What follows belongs to an exercise in optimizing a design on an open flow for small area, a short achievable clock period and few clock cycles; a production flow would make more cautious choices.
The RTL was checked by simulation tests, not by an equivalence proof against the original design.
Power figures rest on the tool's default switching activity, not on a simulated workload.

===== flow/config.mk =====
export PLATFORM = sky130hd
export DESIGN_NAME = keyed_record_table_unit
export DESIGN_NICKNAME = keyed_record_table_unit
export VERILOG_FILES = /design/flow/design.v
export SDC_FILE = /design/flow/constraint.sdc
export NUM_CORES = 4
export LEC_CHECK = 0
export CAP_MARGIN = 20
export CORE_MARGIN = 2
export CORE_UTILIZATION = 50
export CTS_CLUSTER_DIAMETER = 60
export CTS_CLUSTER_SIZE = 20
export SETUP_SLACK_MARGIN = 4
export SLEW_MARGIN = 30

===== flow/constraint.sdc =====
create_clock -name core_clock -period 7.0 [get_ports {clk}]
set_input_delay 1.4000 -clock core_clock [delete_from_list [all_inputs] [get_ports {clk}]]
set_output_delay 1.4000 -clock core_clock [all_outputs]
set_load 0.01 [all_outputs]

===== flow/design.v =====
package krt_pkg;
	localparam logic [2:0] CMD_INSERT = 3'd0;
	localparam logic [2:0] CMD_DELETE = 3'd1;
	localparam logic [2:0] CMD_LOOKUP = 3'd2;
	localparam logic [2:0] CMD_SCAN   = 3'd3;
	localparam logic [2:0] CMD_READ   = 3'd4;
	localparam logic [2:0] ST_OK        = 3'd0;
	localparam logic [2:0] ST_FULL      = 3'd1;
	localparam logic [2:0] ST_DUP       = 3'd2;
	localparam logic [2:0] ST_NOT_FOUND = 3'd3;
	localparam logic [2:0] ST_BAD_INDEX = 3'd4;
	localparam logic [2:0] ST_NONE      = 3'd5;
	typedef struct packed {
		logic [2:0]  cmd;
		logic [30:0] item_key;
		logic [15:0] item_quantity;
		logic [31:0] item_price;
		logic [4:0]  entry_index;
	} cmd_t;
	typedef struct packed {
		logic [2:0]  status;
		logic [4:0]  found_index;
		logic [30:0] found_key;
		logic [15:0] found_quantity;
		logic [31:0] found_price;
		logic [5:0]  records_held;
		logic        last_result;
	} result_t;
	typedef enum logic [2:0] {
		BK_IDLE,
		BK_SEARCH,
		BK_SHIFT,
		BK_SCAN,
		BK_READ,
		BK_WRITE
	} bk_state_t;
endpackage
module keyed_record_table_unit #(
	parameter int CAPACITY = 32
) (
	input  logic             clk,
	input  logic             arst_n,
	input  logic             start,
	output logic             busy,
	input  logic [86:0]      command,
	output logic             strobe,
	output logic [93:0]      result,
	input  logic             cfg_valid,
	output logic             cfg_ready,
	input  logic [15:0]      cfg_data
);
	localparam int N = 32;
	function automatic logic [N-1:0] pre_or(input logic [N-1:0] v);
		logic [N-1:0] a;
		a = {v[N-2:0], 1'b0};
		for (int d = 1; d < N; d = d * 2) a = a | (a << d);
		pre_or = a;
	endfunction
	function automatic logic gt5(input logic [4:0] a, input logic [4:0] b);
		logic g;
		g = 1'b0;
		for (int i = 0; i < 5; i++) g = (a[i] & ~b[i]) | (~(a[i] ^ b[i]) & g);
		gt5 = g;
	endfunction
	function automatic logic [4:0] dec5(input logic [4:0] a);
		logic [4:0] d;
		logic z;
		z = 1'b1;
		for (int i = 0; i < 5; i++) begin
			d[i] = a[i] ^ z;
			z = z & ~a[i];
		end
		dec5 = d;
	endfunction
	function automatic logic [4:0] enc32(input logic [N-1:0] oh);
		logic [4:0] e;
		e = '0;
		for (int i = 0; i < N; i++) if (oh[i]) e = e | 5'(i);
		enc32 = e;
	endfunction
	logic [30:0] key_m [N];
	logic [15:0] qty_m [N];
	logic [31:0] pr_m [N];
	logic [4:0]  rank_m [N];
	logic [N-1:0] vld_q;
	logic [5:0]  held_q;
	logic [15:0] thr_q;
	logic [N-1:0] qle_q;
	logic         qchg_q;
	logic [4:0]   fq_q;
	logic [N-1:0] fr_q;
	logic         fnone_q, fz_q;
	logic         b_v;
	logic [2:0]   b_cmd;
	logic [4:0]   b_idx;
	logic         b_le;
	logic [30:0]  b_key;
	logic [15:0]  b_qty;
	logic [31:0]  b_pr;
	logic [N-1:0] h_q;
	logic         b_cont;
	logic         c_v;
	logic [2:0]   c_st;
	logic [4:0]   c_idx;
	logic         c_last;
	logic [N-1:0] sel_q;
	logic         rc_act;
	logic [5:0]   rc_pos;
	logic         rc_v1, rc_v2;
	logic [4:0]   rc_p1, rc_p2;
	assign cfg_ready = 1'b1;
	logic b_ins, b_del, b_look, b_scan, b_read;
	assign b_ins  = (b_cmd == krt_pkg::CMD_INSERT);
	assign b_del  = (b_cmd == krt_pkg::CMD_DELETE);
	assign b_look = (b_cmd == krt_pkg::CMD_LOOKUP);
	assign b_scan = (b_cmd == krt_pkg::CMD_SCAN);
	assign b_read = (b_cmd == krt_pkg::CMD_READ);
	logic bx, b_done, b_free, adv;
	logic any_h;
	logic [4:0] p;
	logic full;
	logic ins_ok, del_ok;
	logic ins_will;
	logic [N-1:0] vld_d, free_oh;
	logic rc_go;
	assign full = held_q[5];
	assign bx = b_v && !rc_act && !(b_scan && !b_cont && qchg_q);
	always_comb begin
		any_h = |h_q;
		p = '0;
		for (int s = 0; s < N; s++) if (h_q[s]) p = p | rank_m[s];
	end
	assign ins_will = b_v && b_ins && !full && !any_h;
	assign ins_ok = bx && ins_will;
	assign del_ok = bx && b_del && any_h;
	assign vld_d = del_ok ? (vld_q & ~h_q) : vld_q;
	assign free_oh = ~vld_q & ~pre_or(~vld_q);
	assign rc_go = rc_act && (rc_pos < held_q);
	logic [N-1:0] sx, sx_pre, sx_low;
	logic [4:0] s_idx;
	logic s_last, s_more2;
	always_comb begin
		sx = fr_q;
		sx_pre = pre_or(sx);
		sx_low = sx & ~sx_pre;
		s_idx = fq_q;
		s_last = fz_q;
		s_more2 = |(sx & sx_pre);
	end
	logic [4:0] ridx;
	logic [N-1:0] eqsel, sel_d;
	always_comb begin
		ridx = rc_act ? rc_pos[4:0] : (b_read ? b_idx : s_idx);
		for (int s = 0; s < N; s++) eqsel[s] = vld_q[s] && (rank_m[s] == ridx);
		sel_d = '0;
		if (rc_act) sel_d = eqsel;
		else if (b_read || (b_scan && !(!b_cont && fnone_q))) sel_d = eqsel;
		else if (b_look || b_del) sel_d = h_q;
		else if (ins_will) sel_d = free_oh;
	end
	logic [2:0] st;
	logic [4:0] r_idx;
	logic r_last;
	always_comb begin
		st = krt_pkg::ST_OK;
		r_idx = '0;
		r_last = 1'b1;
		case (b_cmd)
			krt_pkg::CMD_INSERT: begin
				if (full) st = krt_pkg::ST_FULL;
				else if (any_h) st = krt_pkg::ST_DUP;
				else begin
					r_idx = held_q[4:0];
				end
			end
			krt_pkg::CMD_DELETE: begin
				if (any_h) begin
					r_idx = p;
				end else st = krt_pkg::ST_NOT_FOUND;
			end
			krt_pkg::CMD_LOOKUP: begin
				if (any_h) r_idx = p;
				else st = krt_pkg::ST_NOT_FOUND;
			end
			krt_pkg::CMD_SCAN: begin
				if (!b_cont && fnone_q) st = krt_pkg::ST_NONE;
				else begin
					r_idx = s_idx;
					r_last = s_last;
				end
			end
			default: begin
				if ({1'b0, b_idx} < held_q) r_idx = b_idx;
				else st = krt_pkg::ST_BAD_INDEX;
			end
		endcase
	end
	logic s_go;
	assign s_go = bx && b_scan && !(!b_cont && fnone_q) && !s_last;
	assign b_done = bx && !s_go;
	logic [N-1:0] h_d;
	logic keq;
	always_comb begin
		keq = (b_key == command[83:53]);
		for (int s = 0; s < N; s++) h_d[s] = vld_d[s] && (key_m[s] == command[83:53]);
		h_d = h_d | ({N{ins_ok && keq}} & free_oh);
	end
	logic [N-1:0] below_p;
	always_comb begin
		for (int j = 0; j < N; j++) below_p[j] = (5'(j) < p);
	end
	for (genvar s = 0; s < N; s++) begin : g_slot
		always_ff @(posedge clk) begin
			if (!vld_q[s]) begin
				key_m[s] <= b_key;
				qty_m[s] <= b_qty;
				pr_m[s] <= b_pr;
			end
			if (ins_ok && free_oh[s]) rank_m[s] <= held_q[4:0];
			else if (del_ok && gt5(rank_m[s], p)) rank_m[s] <= dec5(rank_m[s]);
		end
	end
	logic [N-1:0] fpre;
	always_comb fpre = pre_or(qle_q);
	always_ff @(posedge clk or negedge arst_n) begin
		if (!arst_n) begin
			vld_q <= '0;
			held_q <= '0;
			qle_q <= '0;
			qchg_q <= 1'b0;
			thr_q <= '0;
			rc_act <= 1'b0;
			rc_pos <= '0;
			rc_v1 <= 1'b0;
			rc_v2 <= 1'b0;
		end else begin
			if (ins_ok) begin
				held_q <= held_q + 6'd1;
				qle_q[held_q[4:0]] <= b_le;
			end else if (del_ok) begin
				held_q <= held_q - 6'd1;
				qle_q <= (qle_q & below_p) | ({1'b0, qle_q[N-1:1]} & ~below_p);
			end else if (rc_v2) begin
				qle_q[rc_p2] <= (result[54:39] <= thr_q);
			end
			vld_q <= ins_ok ? (vld_q | free_oh) : vld_d;
			qchg_q <= ins_ok || del_ok || rc_v2;
			rc_v1 <= rc_go;
			rc_v2 <= rc_v1;
			if (cfg_valid) begin
				thr_q <= cfg_data;
				rc_act <= 1'b1;
				rc_pos <= '0;
			end else if (rc_act) begin
				if (rc_go) rc_pos <= rc_pos + 6'd1;
				else if (!rc_v1 && !rc_v2) rc_act <= 1'b0;
			end
		end
	end
	always_ff @(posedge clk) begin
		rc_p1 <= rc_pos[4:0];
		rc_p2 <= rc_p1;
		if (s_go) begin
			fq_q <= enc32(sx_low);
			fr_q <= sx & sx_pre;
			fz_q <= ~|(sx & sx_pre);
		end else if (!(b_cont && !bx)) begin
			fq_q <= enc32(qle_q & ~fpre);
			fr_q <= qle_q & fpre;
			fnone_q <= ~|qle_q;
			fz_q <= ~|(qle_q & fpre);
		end
	end
	logic known_in, busy_d;
	assign known_in = (command[86:84] <= krt_pkg::CMD_READ);
	always_comb begin
		if (!busy) busy_d = start && (command[86:84] == krt_pkg::CMD_SCAN);
		else if (s_go) busy_d = s_more2;
		else busy_d = b_v && !b_done;
		if (cfg_valid || (rc_act && (rc_go || rc_v1 || rc_v2))) busy_d = 1'b1;
	end
	always_ff @(posedge clk or negedge arst_n) begin
		if (!arst_n) begin
			b_v <= 1'b0;
			b_cont <= 1'b0;
			c_v <= 1'b0;
			busy <= 1'b0;
			strobe <= 1'b0;
		end else begin
			busy <= busy_d;
			if (!busy) b_v <= start && known_in;
			else if (b_done) b_v <= 1'b0;
			if (s_go) b_cont <= 1'b1;
			else if (bx) b_cont <= 1'b0;
			c_v <= bx;
			strobe <= c_v;
		end
	end
	always_ff @(posedge clk) begin
		if (!busy) begin
			b_cmd <= command[86:84];
			b_idx <= command[4:0];
			b_le <= (command[52:37] <= thr_q);
			h_q <= h_d;
			b_key <= command[83:53];
			b_qty <= command[52:37];
			b_pr <= command[36:5];
		end
		c_st <= st;
		c_idx <= r_idx;
		c_last <= r_last;
		sel_q <= sel_d;
	end
	logic [30:0] m_key;
	logic [15:0] m_qty;
	logic [31:0] m_pr;
	always_comb begin
		m_key = '0;
		m_qty = '0;
		m_pr = '0;
		for (int s = 0; s < N; s++) begin
			m_key = m_key | (key_m[s] & {31{sel_q[s]}});
			m_qty = m_qty | (qty_m[s] & {16{sel_q[s]}});
			m_pr = m_pr | (pr_m[s] & {32{sel_q[s]}});
		end
	end
	always_ff @(posedge clk) result <= {c_st, c_idx, m_key, m_qty, m_pr, held_q, c_last};
endmodule

===== flow/run.sh =====
#!/bin/bash
# synth_recipe.tcl (not shown) runs the flow's synth.tcl, then flattens the netlist and writes it again
# the make line also repeats each setting of config.mk as NAME=value (left out here)
make -C /OpenROAD-flow-scripts/flow DESIGN_CONFIG=/design/flow/config.mk WORK_HOME=/design/flow/orfs CLKGATE_MAP_FILE= SYNTH_SCRIPT=/design/flow/synth_recipe.tcl finish

==> results.ini, run 1 <==
[setup_path]
critPathKind=primary input to flop
cp_cell_sequence=buf_12 -> buf_16 -> xor2_2 -> nor4_4 -> nand4_1 -> buf_6 -> or2_4 -> o41ai_1
rrSetupSlack_ps=3760
cp.depth=8
reg2regPathDepth=13
cp-end-kind=flop
cp_num_buf_inv=3
crit_family=simple AND/OR/NAND/NOR gates
crit_required_ps=7720
timing.rr.start=h_q[6]
worstPathMaxFanout=20
cp_slowest_cell=nor4_4
cp_data_arrival_time_ps=4000
start_kind=primary input
slowest_delay_ps=750

[global_route]
grt_max_degree=80
grt_overflow=0
grt_pass1_wl_mm=888
antenna_found_initial=72
grt.total_usage_pct=49.3
grt_pass1_vias=92800

[clock_tree]
clkLatencyLatePin_ps=1010
cts_max_level=4
numCtsBuffers=236
numClockSinks=3092
cts_tree=built
cts_root_buf=clkbuf_16
clockBufferDepth=4
path_clk_slew_ps=80

[timing]
rsz0062_at_grt=yes
tightest_slew_ps=1310
hold-worst-slack_ps=330
maxSlewViolCount=0
setup_viol=0
hold_violations=0
slew_headroom_pct=12.3
timing.fmax_mhz=305
period_share_pct=46.9
finalClockSkew_ps=101
min_period_ps=3280
tns_ps=0

[logic_synthesis]
syn-num-nets=9821
ys.flop_type=edfxtp_1
netlist_instances=9435
ys_ff_latch=3092
synth_top_area_cell=edfxtp_1
yosysMostFrequentCell=edfxtp_1
synth_area_per_cell_sq_um=14.2
synth_edf_count=2846
synth_seq_area_share_pct=67.8
synthDistinctLibCells=89
netlist_top_cells_count=edfxtp_1 (2846), a22oi_1 (1046), xnor2_1 (833), clkbuf_1 (505), nand4_1 (436)
ys_async_sr_fraction_pct=3.27
synth_top_area_share_pct=63.8
yosys-top-cells-area=edfxtp_1 (64%), a22oi_1 (5.9%), xnor2_1 (5.4%), ha_1 (2.6%), xor2_1 (2.6%)
synth_area_sq_mm=0.134
yosys_warnings=5

[layout]
nets=10400
multiInputGateArea_sq_mm=0.0447
fin_area_sq_mm=0.159
final-seq-area_sq_mm=0.0911
nFillCells=20500
area_growth_pct=18.9
drive_above_1_share_pct=19.5

[power_and_ir_drop]
p_switching_mw=17.6
p_clk_share_pct=27.6
p_leak_nw=56.7
peakVddDrop_v=0.000306
seq_power_share_pct=51.9
power.density_mw_per_mm2=328
switching_share_pct=33.7
p_comb_share_pct=20.5
p_int_mw=34.7

[route]
wl_per_cell_microns=50.1
wirelength_mm=690
vias=103000
drc=0
drt_iter0_drc=20600
drt-vias-per-instance=7.44
antenna_left=0
firstDrtPassIters=14

[die]
die_area_sq_mm=0.272
rows=190
core_sq_mm=0.267
dieHeight_microns=522
ios=204
fp.dieW_microns=522
start_util_pct=50.1

[placed_design]
numPortBuffers=202
gp_congestion=1.14
place_area_sq_mm=0.142
hpwlAfterDp_mm=431

[worst_hold_path]
min-delay-start=rc_p1[0]
hold_class=flop to flop
hold_depth=0
hold_end=rc_p2[0]

[job]
maxCapViolCount=0

[outcome]
outcome=finished clean

==> flip-flops by register name, indices dropped and copies added, names as in the netlist, 6 cells and up, named ones only <==
signal,cells
rank_m,160
held_q,6
fr_q,31
pr_m,1024
result,94
b_pr,32
vld_q,32
rc_pos,6
h_q,32
thr_q,16
b_key,31
qty_m,512
key_m,992
sel_q,32
b_qty,16
==> worst max path at each step <==
stage / slack, ps / start / endpoint
6_report: 3720 / command[77] / h_q[16]
5_1_grt: 3710 / h_q[19] / held_q[5]
4_1_cts: 3840 / h_q[12] / rank_m[29][1]
3_5_place_dp: 1990 / command[77] / h_q[4]
3_3_place_gp: 1710 / command[55] / h_q[6]
2_1_floorplan: 2860 / vld_q[7] / rank_m[30][4]
==> power groups by stage <==
stage / sequential [mW] / combinational, mW / clock, mW
after detailed placement: 27.5 / 8.77 / 0
after global routing: 27.3 / 10.6 / 15.0
after CTS: 27.0 / 9.53 / 14.3
after floorplan: 26.1 / 4.36 / 0
after global placement: 27.3 / 8.67 / 0
final: 27.1 / 10.7 / 14.4
==> through the flow <==
step,setup slack (ps),util (%),power [mW],cells
global route,3710,59.6,52.9,13800
finish,3720,59.6,52.3,13800
CTS,3840,58.1,50.9,13600
floorplan,2860,-,30.5,9435
detailed placement,1990,53.0,36.2,12900
global placement,1710,52.9,36.0,12800
==> cells by family after synthesis <==
logic type	synth area share, %
xor+xnor	8.03
buf+inv	2.48
other cells	0.00280
simple gates	6.83
mux	0.165
flops	67.8
compound gates	12.0
fa+ha+maj	2.64
==> cells in the final DEF, fill, tap and decap left out, types with 107 or more instances in the layout <==
master	n
edfxtp_1	2846
a22oi_1	1013
xnor2_1	747
buf_4	516
nand4_1	436
xor2_1	385
nor2_1	282
nand3_1	252
clkbuf_16	250
ha_1	234
a21oi_1	217
nand2_1	204
inv_1	189
a221oi_1	173
a22o_1	166
o21ai_0	133
buf_6	107
==> cell type report <==
class	instances	share of cell area, %
Antenna cell	39	0.0613
Timing Repair Buffer	957	6.21
Timing Repair inverter	2	0.0110
Tap cell	3552	2.79
Clock buffer	311	3.98
Multi-Input combinational cell	5471	28.1
Sequential cell	3092	57.2
Inverter	226	0.666
Clock inverter	129	0.983
==> routing by layer <==
layer  GRT usage [%]  part of all wire (%)
met5           0.263                 0.075
met4            36.5                   9.7
met3            15.9                    14
met2            71.9                    42
met1            61.5                    34
==> what timing repair did <==
item                                    4_1_cts  5_1_grt
cloned                                       21       13
hold buffers                                  0        0
endpoints found under the setup margin      643      359
resized for setup                           820      458
buffers inserted                            272      130
pin swaps                                   131      181
Testbench counts, summed over its fixed seeds: cycles 5,120.
==> run 2, diff against run 1 <==
--- a/flow/config.mk
+++ b/flow/config.mk
@@ -9,3 +9,3 @@
 export CORE_MARGIN = 2
-export CORE_UTILIZATION = 50
+export CORE_UTILIZATION = 45
 export CTS_CLUSTER_DIAMETER = 60
==> run 2 against run 1 <==
Effect of this change: still clean on timing, DRC and antenna; critical path depth is the same; sequential power grew 1%; global-route usage shrank 3.7 points; routed wire length grew 3.3%; core utilization shrank 5.6 points; maximum frequency shrank 1.4%; non-clock buffer count shrank 64; worst hold slack lost 10 ps; critical path type unchanged; highest routed layer unchanged.
==> results.ini, run 2 <==
[global_route]
antenna_found_initial=89
gr-max-usage-layer=met2
grt_max_degree=84
grtUsageMet3_pct=16.7
grt.total_usage_pct=45.6
grt_pass1_vias=91200
met2_usage_pct=63.6
grt_overflow=0
met1_usage_pct=62.5
grt_pass1_wl_mm=906

[die]
start_util_pct=45.2
ios=204
core_sq_mm=0.297
die_area_sq_mm=0.302
rows=200
dieHeight_microns=550
fp.dieW_microns=550

[clock_tree]
clkLatencyLatePin_ps=960
cts_max_level=5
cts_root_buf=clkbuf_16
numClockSinks=3092
cts-hold-fix-buffers=0
clockBufferDepth=4
cts_tree=built
path_clk_slew_ps=70
numCtsBuffers=274

[logic_synthesis]
netlist_top_cells_count=edfxtp_1 (2846), a22oi_1 (1046), xnor2_1 (833), clkbuf_1 (505), nand4_1 (436)
ys_ff_latch=3092
ys_async_sr_fraction_pct=3.27
yosysMostFrequentCell=edfxtp_1
synth_area_sq_mm=0.134
synthDistinctLibCells=89
yosys-top-cells-area=edfxtp_1 (64%), a22oi_1 (5.9%), xnor2_1 (5.4%), ha_1 (2.6%), xor2_1 (2.6%)
synth_area_per_cell_sq_um=14.2
synth_top_area_share_pct=63.8
ys.flop_type=edfxtp_1
synth_seq_area_share_pct=67.8
synth_edf_count=2846
syn-num-nets=9821
synth_top_area_cell=edfxtp_1
netlist_instances=9435
yosys_warnings=5

[timing]
finalClockSkew_ps=57.8
setup_viol=0
min_period_ps=3330
tightest_slew_ps=1280
maxSlewViolCount=0
slew_headroom_pct=14.5
rsz0062_at_grt=yes
worst_slack_ps=3670
hold-worst-slack_ps=320
tns_ps=0
timing.fmax_mhz=300
period_share_pct=47.6
hold_violations=0

[placed_design]
hpwlAfterDp_mm=444
numPortBuffers=202
dp.cells=13200
dp_slack_ps=2100
gp_congestion=1.14

[worst_hold_path]
hold_class=flop to flop

[route]
wl_per_cell_microns=50.4
wirelength_mm=713
drt_iter0_drc=21600
drt-vias-per-instance=7.24
antenna_left=0
vias=102000
drc=0
firstDrtPassIters=6

[setup_path]
cp_slowest_cell=nand4_1
cp_data_arrival_time_ps=4060
critPathKind=primary input to flop
cp-end-kind=flop
start_kind=primary input
cp_common_cell=nor4_2
crit_required_ps=7730
cp_cell_sequence=buf_6 -> xor2_1 -> nor4_2 -> nand4_1 -> nor4_2 -> buf_4 -> nand3_1 -> o41ai_1
worstPathMaxFanout=20
slowest_delay_ps=750

[power_and_ir_drop]
power.density_mw_per_mm2=339
p_total_mw=54.3
p_leak_nw=56.9
peakVddDrop_v=0.000294

[layout]
top_register=pr_m
drive_above_1_share_pct=18.9
largest_register_ffs=1024
mostFrequentLayoutCells=edfxtp_1 (2846), a22oi_1 (1010), xnor2_1 (765)
finalNonFillerCells=14100
area_growth_pct=19.5
top_regs=pr_m (1024), key_m (992), qty_m (512)
layout_commonest_cell=edfxtp_1
nets=10300

[outcome]
outcome=finished clean

[job]
maxCapViolCount=0

## run 2: cell types whose count changed in the layout (fill, tap and decap cells not counted), sizes merged
cell	change
dlygate4sd2	+13
clkdlybuf4s15	-16
or2	-2
clkinvlp	+6
buf	-70
diode	-12
nand2	-1
clkbuf	+19
bufbuf	-1
inv	+29
or3	+1
bufinv	+1
clkinv	+16
o21bai	-1
## run 2: cell families after synthesis
| group | after synthesis | share of synthesized area (%) |
|---|---|---|
| AO/OA/AOI/OAI | 2213 | 12.0 |
| XOR/XNOR | 1228 | 8.03 |
| adder cells (fa/ha/maj) | 283 | 2.64 |
| buffers and inverters | 878 | 2.48 |
| flip-flops | 3092 | 67.8 |
| multiplexers | 21 | 0.165 |
| other | 1 | 0.00280 |
| AND/OR/NAND/NOR | 1719 | 6.83 |
## run 2: report_power, final
group | switching (mW) | total [mW] | internal (mW) | leakage (nW)
clock | 7.98 | 16.3 | 8.33 | 4.54
sequential | 3.22 | 27.5 | 24.2 | 32.4
combinational | 7.27 | 10.5 | 3.27 | 20.0
## run 2: what timing repair did
item,in CTS,in global routing
endpoints found under the setup margin,701,313
pin swaps,106,154
cloned,21,22
setup buffers,230,121
gates resized for setup,682,411
## run 2: metrics by stage
stage / util [%] / cell area, sq um
after global placement: 47.8 / 142000
after CTS: 52.6 / 156000
after floorplan: - / 135000
after detailed placement: 47.9 / 142000
after global routing: 54.0 / 160000
final: 54.0 / 160000
## run 2: area by class of cell
class	instances	area (sq um)
Tap cell	3939	4930
Multi-Input combinational cell	5468	44100
Fill cell	24300	136000
Sequential cell	3092	91100
Antenna cell	27	67.6
Inverter	226	1050
Timing Repair inverter	2	17.5
Timing Repair Buffer	893	9470
Clock inverter	181	2130
Clock buffer	320	7270
## run 2: layer usage
metal / up-vias / share of wire, % / wire length (microns)
met4: 68 / 6.5 / 46600
met3: 2003 / 15 / 108000
met1: 52600 / 38 / 268000
li1: 38200 / - / -
met5: - / 0.073 / 520
met2: 9572 / 41 / 290000
## run 2: path summary, 6_finish.rpt
path	startpoint	end	slack, ps	depth (start not counted)
worst max-delay path	command[80]	h_q[16]	3670	8
worst min-delay path	c_st[2]	result[93]	320	0
worst max register to register	h_q[15]	rank_m[20][0]	3760	12
worst min register to register	c_st[2]	result[93]	320	0
max in group asynchronous	arst_n	vld_q[10]	5100	2
min in group asynchronous	arst_n	thr_q[15]	500	1
## run 2: critical path: cells and delay by family
family	cells	cell delay, ps
simple gates	4	1700
compound gates	1	80
buf+inv	2	570
xor+xnor	1	220
==> run 3, diff against run 2 <==
--- a/flow/config.mk
+++ b/flow/config.mk
@@ -9,6 +9,6 @@
 export CORE_MARGIN = 2
-export CORE_UTILIZATION = 45
+export CORE_UTILIZATION = 50
 export CTS_CLUSTER_DIAMETER = 60
 export CTS_CLUSTER_SIZE = 20
-export SETUP_SLACK_MARGIN = 4
+export SETUP_SLACK_MARGIN = 4.5
 export SLEW_MARGIN = 30
==> run 3 against run 2 <==
Effect of this change: still clean; combinational power grew 9.5%; register-to-register slack lost 110 ps; clock skew grew 26 ps; flip-flop and latch count is the same; non-clock buffer count grew 321; count of clock-buffer cells in the layout shrank 13; worst hold slack gained 8.6 ps; design area grew 3.7%; core utilization grew 8.2 points; largest cell class unchanged; highest routed layer unchanged.
==> results.ini, run 3 <==
[die]
core_sq_mm=0.267
start_util_pct=50.1
die_area_sq_mm=0.272
fp.dieW_microns=522
ios=204
dieHeight_microns=522
rows=190

[route]
wirelength_mm=704
drc=0
antenna_left=0
firstDrtPassIters=9
drt-vias-per-instance=7.53
drt_iter0_drc=19700
wl_per_cell_microns=50.2
vias=106000

[timing]
maxSlewViolCount=0
finalClockSkew_ps=83.5
min_period_ps=3350
hold-worst-slack_ps=328
period_share_pct=47.9
tns_ps=0
worst_slack_ps=3650
hold_violations=0
tightest_slew_ps=1300
timing.fmax_mhz=298
setup_viol=0
rsz0062_at_grt=yes
slew_headroom_pct=13.0

[placed_design]
dp.cells=12800
numPortBuffers=202
dp_slack_ps=2200
hpwlAfterDp_mm=421
gp_congestion=1.21

[outcome]
outcome=finished clean

[logic_synthesis]
synth_area_sq_mm=0.134
netlist_instances=9435
synth_area_per_cell_sq_um=14.2
synth_top_area_cell=edfxtp_1
yosys-top-cells-area=edfxtp_1 (64%), a22oi_1 (5.9%), xnor2_1 (5.4%), ha_1 (2.6%), xor2_1 (2.6%)
ys_ff_latch=3092
syn-num-nets=9821
yosys_warnings=5
synth_seq_area_share_pct=67.8
netlist_top_cells_count=edfxtp_1 (2846), a22oi_1 (1046), xnor2_1 (833), clkbuf_1 (505), nand4_1 (436)
synth_top_area_share_pct=63.8
synthDistinctLibCells=89
ys.flop_type=edfxtp_1
synth_edf_count=2846
ys_async_sr_fraction_pct=3.27
yosysMostFrequentCell=edfxtp_1

[clock_tree]
clockBufferDepth=4
cts_tree=built
numClockSinks=3092
cts_root_buf=clkbuf_16
path_clk_slew_ps=80
numCtsBuffers=232
cts_max_level=4
clkLatencyLatePin_ps=1010

[layout]
drive_above_1_share_pct=25.6
layout_commonest_cell=edfxtp_1
final_util_pct=62.2
finalNonFillerCells=14000
top_register=pr_m
top_regs=pr_m (1024), key_m (992), qty_m (512)
mostFrequentLayoutCells=edfxtp_1 (2846), a22oi_1 (996), xnor2_1 (723)
largest_register_ffs=1024
final-seq-area_sq_mm=0.0912
nets=10600
multiInputGateArea_sq_mm=0.0471
area_growth_pct=24.0
nFillCells=19800

[worst_hold_path]
hold_end=result[91]
min-delay-start=c_st[0]
hold_depth=0
hold_class=flop to flop

[global_route]
grt.total_usage_pct=49.9
grt_overflow=0
grt_pass1_wl_mm=898
antenna_found_initial=68
grt_max_degree=81
grt_pass1_vias=95100

[power_and_ir_drop]
p_leak_nw=59.4
power.density_mw_per_mm2=320
peakVddDrop_v=0.000270

[job]
maxCapViolCount=0

[setup_path]
r2r_end=sel_q[28]
crit_start=vld_q[20]
cp-end-kind=flop
start_kind=flop
critPathKind=flop to flop
rrSetupSlack_ps=3650
worstPathMaxFanout=9
timing.rr.start=vld_q[20]
cp_data_arrival_time_ps=4230
crit_required_ps=7880
reg2regPathDepth=10

-- run 3: area by class of cell --
class,instances,area share (%)
timing repair inverter,2,0.0151
antenna,46,0.0693
clock buffer,307,3.79
clock inverter,115,0.899
timing repair buffer,1214,8.61
sequential,3092,54.9
inverter,226,0.651
multi-input combinational,5468,28.4
tap,3552,2.68
-- run 3: routing by layer --
layer	part of all wire [%]	GRT usage [%]	routed length [microns]	up-vias
met5	0.34	3.81	2420	-
met4	9.9	36.6	70000	53
met3	15	20.0	106000	3091
met2	41	71.4	292000	10600
met1	33	60.6	233000	53000
li1	-	-	-	38800
-- run 3: cells by family (layout without fill, tap and decap cells) --
kind of cell    after synthesis  count (layout)  synth area share (%)
buf+inv                     878            1864                  2.48
flops                      3092            3092                  67.8
fa+ha+maj                   283             283                  2.64
other cells                   1              47               0.00280
mux                          21              21                 0.165
compound gates             2213            2213                  12.0
simple gates               1719            1722                  6.83
xor+xnor                   1228            1228                  8.03
-- run 3: power breakdown --
group | internal (mW) | leakage [nW] | total, mW | switching (mW)
Combinational | 3.86 | 23.2 | 11.5 | 7.65
Sequential | 24.2 | 32.4 | 27.3 | 3.03
Clock | 7.00 | 3.74 | 14.3 | 7.33
-- run 3: worst max-delay path, cell delays in order (launching register included) --
cell      delay, ps
dfrtp_1         340
buf_6           340
nand3_2         360
nor2_2          290
nand2_1         250
or4_4           660
buf_12          170
buf_6           120
or3_4           340
o2bb2a_4        230
o22ai_2         120
-- run 3: worst max path at each step --
| stage | cells after the start | endpoint |
|---|---|---|
| after floorplan | 9 | rank_m[30][4] |
| after global placement | 7 | h_q[0] |
| after detailed placement | 9 | h_q[18] |
| after CTS | 8 | rank_m[30][4] |
| after global routing | 14 | held_q[5] |
| final | 10 | sel_q[28] |
-- run 3: per-stage QoR --
stage / total power, mW / cell area [sq um]
2_1_floorplan: 30.6 / 136000
3_3_place_gp: 36.0 / 141000
3_5_place_dp: 36.1 / 142000
4_1_cts: 51.4 / 162000
5_1_grt: 53.7 / 166000
6_report: 53.1 / 166000
-- run 3: timing repair --
item | in CTS | in global routing
pin swaps | 310 | 221
cloned | 64 | 14
endpoints found under the setup margin | 1121 | 686
hold buffers | 0 | 0
buffers inserted | 493 | 145
resized for setup | 1920 | 553

## port drivers added, routing unchanged
The results above use ideal ports. As a check the final layouts listed here were re-extracted and re-timed, cells and wires unchanged. Step 1 assumes that a clkbuf_16 drives the clock port and a buf_2 every other input. Step 2 adds t to the input delays and takes it off the output delays; t is the mean of the earliest and latest rising clock arrival at the registers after step 1. Input paths then give back, and output paths get back, about the clock's delay inside the block. Three values: no drivers, after step 1, after step 2; two values: the first two.
| run | shift t [ns] | slack for setup (ns) | hold WS [ns] | worst register clock-pin slew, ns |
|---|---|---|---|---|
| run 1 | 1.064 | 3.717 / 3.764 / 2.713 | 0.330 / 0.330 / 0.330 | 0.09 / 0.09 |
| run 2 | 1.033 | 3.671 / 3.724 / 2.691 | 0.320 / 0.320 / 0.320 | 0.09 / 0.09 |
| run 3 | 1.072 | 3.647 / 3.647 / 2.698 | 0.328 / 0.328 / 0.328 | 0.09 / 0.09 |
After both steps every run listed still meets setup and hold. The setup slack of run 1, which loses most, moves by +0.047 ns with the drivers and by -1.004 ns with both steps.
